Background: an optimization exercise with open tools, aiming at small area, a short achievable clock period and few clock cycles per item. Do not read the settings as production practice. RTL that was checked went through simulation tests only; none was proved equivalent to the original. Power figures rest on the tool's default switching activity, not on a simulated workload.

Setup of north:
// block_peak_normaliser
module block_peak_normaliser #(
    parameter int BLOCK_DEPTH = bpn_pkg::DEFAULT_BLOCK_DEPTH
) (
    input  wire logic                          i_clk,
    input  wire logic                          i_rst_n,
    input  wire logic                          i_in_valid,
    output logic                               o_in_ready,
    input  wire logic [bpn_pkg::SAMPLE_W-1:0]  i_in_sample,
    input  wire logic                          i_in_end_of_block,
    output logic                               o_out_valid,
    input  wire logic                          i_out_ready,
    output logic [bpn_pkg::SAMPLE_W-1:0]       o_out_norm_value,
    output logic                               o_out_last,
    output logic                               o_out_silent_block
);
    localparam int W     = bpn_pkg::SAMPLE_W;           
    localparam int F     = bpn_pkg::FRAC_BITS;          
    localparam int N     = bpn_pkg::RING_LEN;
    localparam int TAP   = bpn_pkg::RING_TAP;
    localparam int K     = bpn_pkg::MAX_BLOCKS;
    localparam int PW    = $clog2(N);
    localparam int CW    = $clog2(N + 1);
    localparam int BW    = $clog2(BLOCK_DEPTH);
    localparam int RW    = W + 1;                       
    localparam int KW    = $clog2(K);
    localparam int KC    = $clog2(K + 1);
    localparam int SIDE_W = 2;                           
    function automatic logic [PW-1:0] f_inc(input logic [PW-1:0] x);
        f_inc = (x == PW'(N - 1)) ? '0 : PW'(x + 1'b1);
    endfunction
    function automatic logic [KW-1:0] f_kinc(input logic [KW-1:0] x);
        f_kinc = (x == KW'(K - 1)) ? '0 : KW'(x + 1'b1);
    endfunction
    function automatic logic [W-1:0] f_nmag(input logic [W-1:0] s);
        f_nmag = s[W-1] ? s : W'(~s + 1'b1);
    endfunction
    logic [RW*N-1:0]  r_ring;
    logic [PW-1:0]    r_phw, r_pht;         
    logic [PW-1:0]    r_dist;               
    logic [PW-1:0]    r_lp, r_rp;           
    logic [CW-1:0]    r_occ, r_pend;        
    logic             r_gen;
    logic [W-1:0]     r_desc [K];           
    logic [KW-1:0]    r_wh, r_lh, r_fh;     
    logic [KC-1:0]    r_cwl, r_cwf;         
    logic [KC-1:0]    r_nblk;
    logic             r_open;
    logic [BW-1:0]    r_bc;
    logic             r_s1_v, r_s1_close, r_s1_first;
    logic [W-1:0]     r_s1_smp;
  ...
clock: 10.0 ns
lec_check: 0
cap_margin: 20
core_margin: 2
core_utilization: 40
cts_cluster_diameter: 100
cts_cluster_size: 28
slew_margin: 20
standard.sh (not shown) runs the stock make flow with config.mk's settings and CLKGATE_MAP_FILE= SYNTH_SCRIPT=/design/flow/synth_recipe.tcl, a recipe that flattens the netlist after the stock synthesis.
==> flow/flow/run.sh <==
#!/bin/bash
set -euo pipefail
bash standard.sh SETUP_SLACK_MARGIN=6.6 finish > flow_make.log 2>&1
Testbench counts of north, summed over its fixed seeds: cycles 4,152, items 3,504.
[inputs] south vs north
-- flow/design.v --
<<< north, line 27
    output logic [SIDE_W-1:0]                o_side,
    output logic                             o_sign,
    output logic                             o_zero,     
    output logic                             o_full,
    output logic [bpn_pkg::FRAC_BITS-1:0]    o_quot
>>> south, line 27
    output logic [SIDE_W-1:0]                o_side,
    output logic                             o_sign,
    output logic                             o_full,
    output logic [bpn_pkg::FRAC_BITS-1:0]    o_quot
<<< north, line 38
    logic             r_sign [NST];
    logic             r_full [NST];
    logic             r_zero [NST];
    logic [W-1:0]     r_rem  [NST];      
    logic [W-1:0]     r_ndiv [NST];
>>> south, line 37
    logic             r_sign [NST];
    logic             r_full [NST];
    logic [W-1:0]     r_rem  [NST];      
    logic [W-1:0]     r_ndiv [NST];
<<< north, line 66
                    r_sign[k] <= w_sign0;
                    r_full[k] <= w_sign0 && (i_smp == i_ndiv);
                    r_zero[k] <= (i_ndiv == '0);
                    r_ndiv[k] <= i_ndiv;
                end
>>> south, line 64
                    r_sign[k] <= w_sign0;
                    r_full[k] <= w_sign0 && (i_smp == i_ndiv);
                    r_ndiv[k] <= i_ndiv;
                end
<<< north, line 78
                    r_sign[k] <= r_sign[k-1];
                    r_full[k] <= r_full[k-1];
                    r_zero[k] <= r_zero[k-1];
                    r_ndiv[k] <= r_ndiv[k-1];
                end
>>> south, line 75
                    r_sign[k] <= r_sign[k-1];
                    r_full[k] <= r_full[k-1];
                    r_ndiv[k] <= r_ndiv[k-1];
                end
<<< north, line 92
    assign o_sign  = r_sign[NST-1];
    assign o_full  = r_full[NST-1];
    assign o_zero  = r_zero[NST-1];
    assign o_quot  = {r_quot[NST-1][F-2:0], !r_rem[NST-1][W-1]};
endmodule
>>> south, line 88
    assign o_sign  = r_sign[NST-1];
    assign o_full  = r_full[NST-1];
    assign o_quot  = {r_quot[NST-1][F-2:0], !r_rem[NST-1][W-1]};
endmodule
<<< north, line 123
    localparam int KW    = $clog2(K);
    localparam int KC    = $clog2(K + 1);
    localparam int SIDE_W = 2;                           
    function automatic logic [PW-1:0] f_inc(input logic [PW-1:0] x);
        f_inc = (x == PW'(N - 1)) ? '0 : PW'(x + 1'b1);
>>> south, line 118
    localparam int KW    = $clog2(K);
    localparam int KC    = $clog2(K + 1);
    localparam int SIDE_W = 3;                           
    function automatic logic [PW-1:0] f_inc(input logic [PW-1:0] x);
        f_inc = (x == PW'(N - 1)) ? '0 : PW'(x + 1'b1);
<<< north, line 148
    logic [W-1:0]     r_s1_smp;
    logic [W-1:0]     r_acc;                
    logic             r_p0_v;
    logic [SIDE_W-1:0] r_p0_side;
>>> south, line 143
    logic [W-1:0]     r_s1_smp;
    logic [W-1:0]     r_acc;                
    logic             r_zero;               
    logic             r_p0_v;
    logic [SIDE_W-1:0] r_p0_side;
<<< north, line 177
    logic         w_s1_close;
    logic [W-1:0] w_sacc;
    logic         w_s1_new;
    assign w_nmag     = f_nmag(r_s1_smp);
    assign w_sacc     = W'(r_s1_smp + r_acc);
    assign w_s1_new   = r_s1_first || (r_s1_smp[W-1] ? ({~r_s1_smp[W-1], r_s1_smp[W-2:0]} <= {~r_acc[W-1], r_acc[W-2:0]})
                                                     : !w_sacc[W-1]);
    assign w_npeak    = w_s1_new ? w_nmag : r_acc;
    assign w_s1_close = r_s1_v && r_s1_close;
    logic w_wr;
>>> south, line 173
    logic         w_s1_close;
    logic [W-1:0] w_sacc;
    logic         w_s1_new, w_s1_zero, w_zero_n;
    assign w_nmag     = f_nmag(r_s1_smp);
    assign w_sacc     = W'(r_s1_smp + r_acc);
    assign w_s1_new   = r_s1_first || (r_s1_smp[W-1] ? ($signed(r_s1_smp) <= $signed(r_acc))
                                                     : !w_sacc[W-1]);
    assign w_npeak    = w_s1_new ? w_nmag : r_acc;
    assign w_s1_zero  = (r_s1_smp == '0);
    assign w_zero_n   = w_s1_zero && (r_s1_first || r_zero);
    assign w_s1_close = r_s1_v && r_s1_close;
    logic w_wr;
<<< north, line 195
                    && !r_drop_d;
    assign w_ldiv    = w_closing ? w_npeak : r_desc[r_lh];
    logic              w_dv, w_dfull, w_rsign, w_rzero;
    logic [SIDE_W-1:0] w_dside;
    logic [F-1:0]      w_dquot;
>>> south, line 193
                    && !r_drop_d;
    assign w_ldiv    = w_closing ? w_npeak : r_desc[r_lh];
    logic              w_dv, w_dfull, w_rsign;
    logic [SIDE_W-1:0] w_dside;
    logic [F-1:0]      w_dquot;
<<< north, line 208
        .o_side  (w_dside),
        .o_sign  (w_rsign),
        .o_zero  (w_rzero),
        .o_full  (w_dfull),
        .o_quot  (w_dquot)
    );
    logic         w_arr, w_free, w_take, w_drop;
    logic         w_rgen, w_rlast;
    logic [W-1:0] w_rval;
    assign {w_rgen, w_rlast} = w_dside;
    assign w_arr  = w_dv && (w_rgen == r_gen);
    assign w_free = !r_o_v || i_out_ready;
>>> south, line 206
        .o_side  (w_dside),
        .o_sign  (w_rsign),
        .o_full  (w_dfull),
        .o_quot  (w_dquot)
    );
    logic         w_arr, w_free, w_take, w_drop;
    logic         w_rgen, w_rlast, w_rzero;
    logic [W-1:0] w_rval;
    assign {w_rgen, w_rlast, w_rzero} = w_dside;
    assign w_arr  = w_dv && (w_rgen == r_gen);
    assign w_free = !r_o_v || i_out_ready;
<<< north, line 307
        r_s1_close <= w_close_in;
        r_s1_first <= !r_open;
        if (r_s1_v) r_acc <= w_npeak;
        if (w_s1_close) r_desc[r_wh] <= w_npeak;
        r_p0_side <= {r_gen, w_tap[W]};
        r_p0_ndiv <= w_ldiv;
        if (w_take) begin
>>> south, line 304
        r_s1_close <= w_close_in;
        r_s1_first <= !r_open;
        if (r_s1_v) begin
            r_acc  <= w_npeak;
            r_zero <= w_zero_n;
        end
        if (w_s1_close) r_desc[r_wh] <= w_npeak;
        r_p0_side <= {r_gen, w_tap[W], w_closing ? w_zero_n : (r_desc[r_lh] == '0)};
        r_p0_ndiv <= w_ldiv;
        if (w_take) begin
## What came out
Status: portion of total power attributed to combinational logic parity (north, south)
Across both runs, clock skew after layout was lower for south than for north.
For north, the highest metal layer with signal wires was met4, unlike south, where it was met5.
In terms of power, south and north differ only marginally.
Compared with north, in south number of well taps went up by 14; overall global routing resource usage went up by 0.69 points; worst path setup slack after routing went up by 0.078 ns; highest cell delay on the worst timing path went down by 0.03 ns.
south vs. north: transition at the pin with the smallest max-transition slack picked up an extra 0.030 ns, final critical delay including setup and external delays saw a decrease.
The RTL of south was laid out without a check of its function.

[afterwards: timing with drivers on the ports]
Ports are ideal in the flow. The routed layouts listed here were re-timed in OpenROAD. Step 1 sets driving cells, clkbuf_16 on the clock port and buf_2 on the other inputs (assumed; they add their load-dependent delay and slew). Step 2 adds t to the input delays and takes it off the output delays; t is the mean of the earliest and latest rising clock arrival at the registers after step 1. Input paths then give back, and output paths get back, about the clock's delay inside the block. Three values: ideal ports, drivers, drivers and shift; two values: the first two.
| run | t, ns | slack for setup (ns) | hold slack, ns | worst setup path at the end |
|---|---|---|---|---|
| north | 0.767 | 6.597 / 6.629 / 5.868 | 0.269 / 0.269 / 0.269 | input to register |
| south | 0.796 | 6.675 / 6.598 / 5.981 | 0.315 / 0.315 / 0.315 | input to register |
After both steps every run listed still meets setup and hold. For north, which loses most, drivers alone change the setup slack by +0.032 ns; drivers and shift together by -0.729 ns.
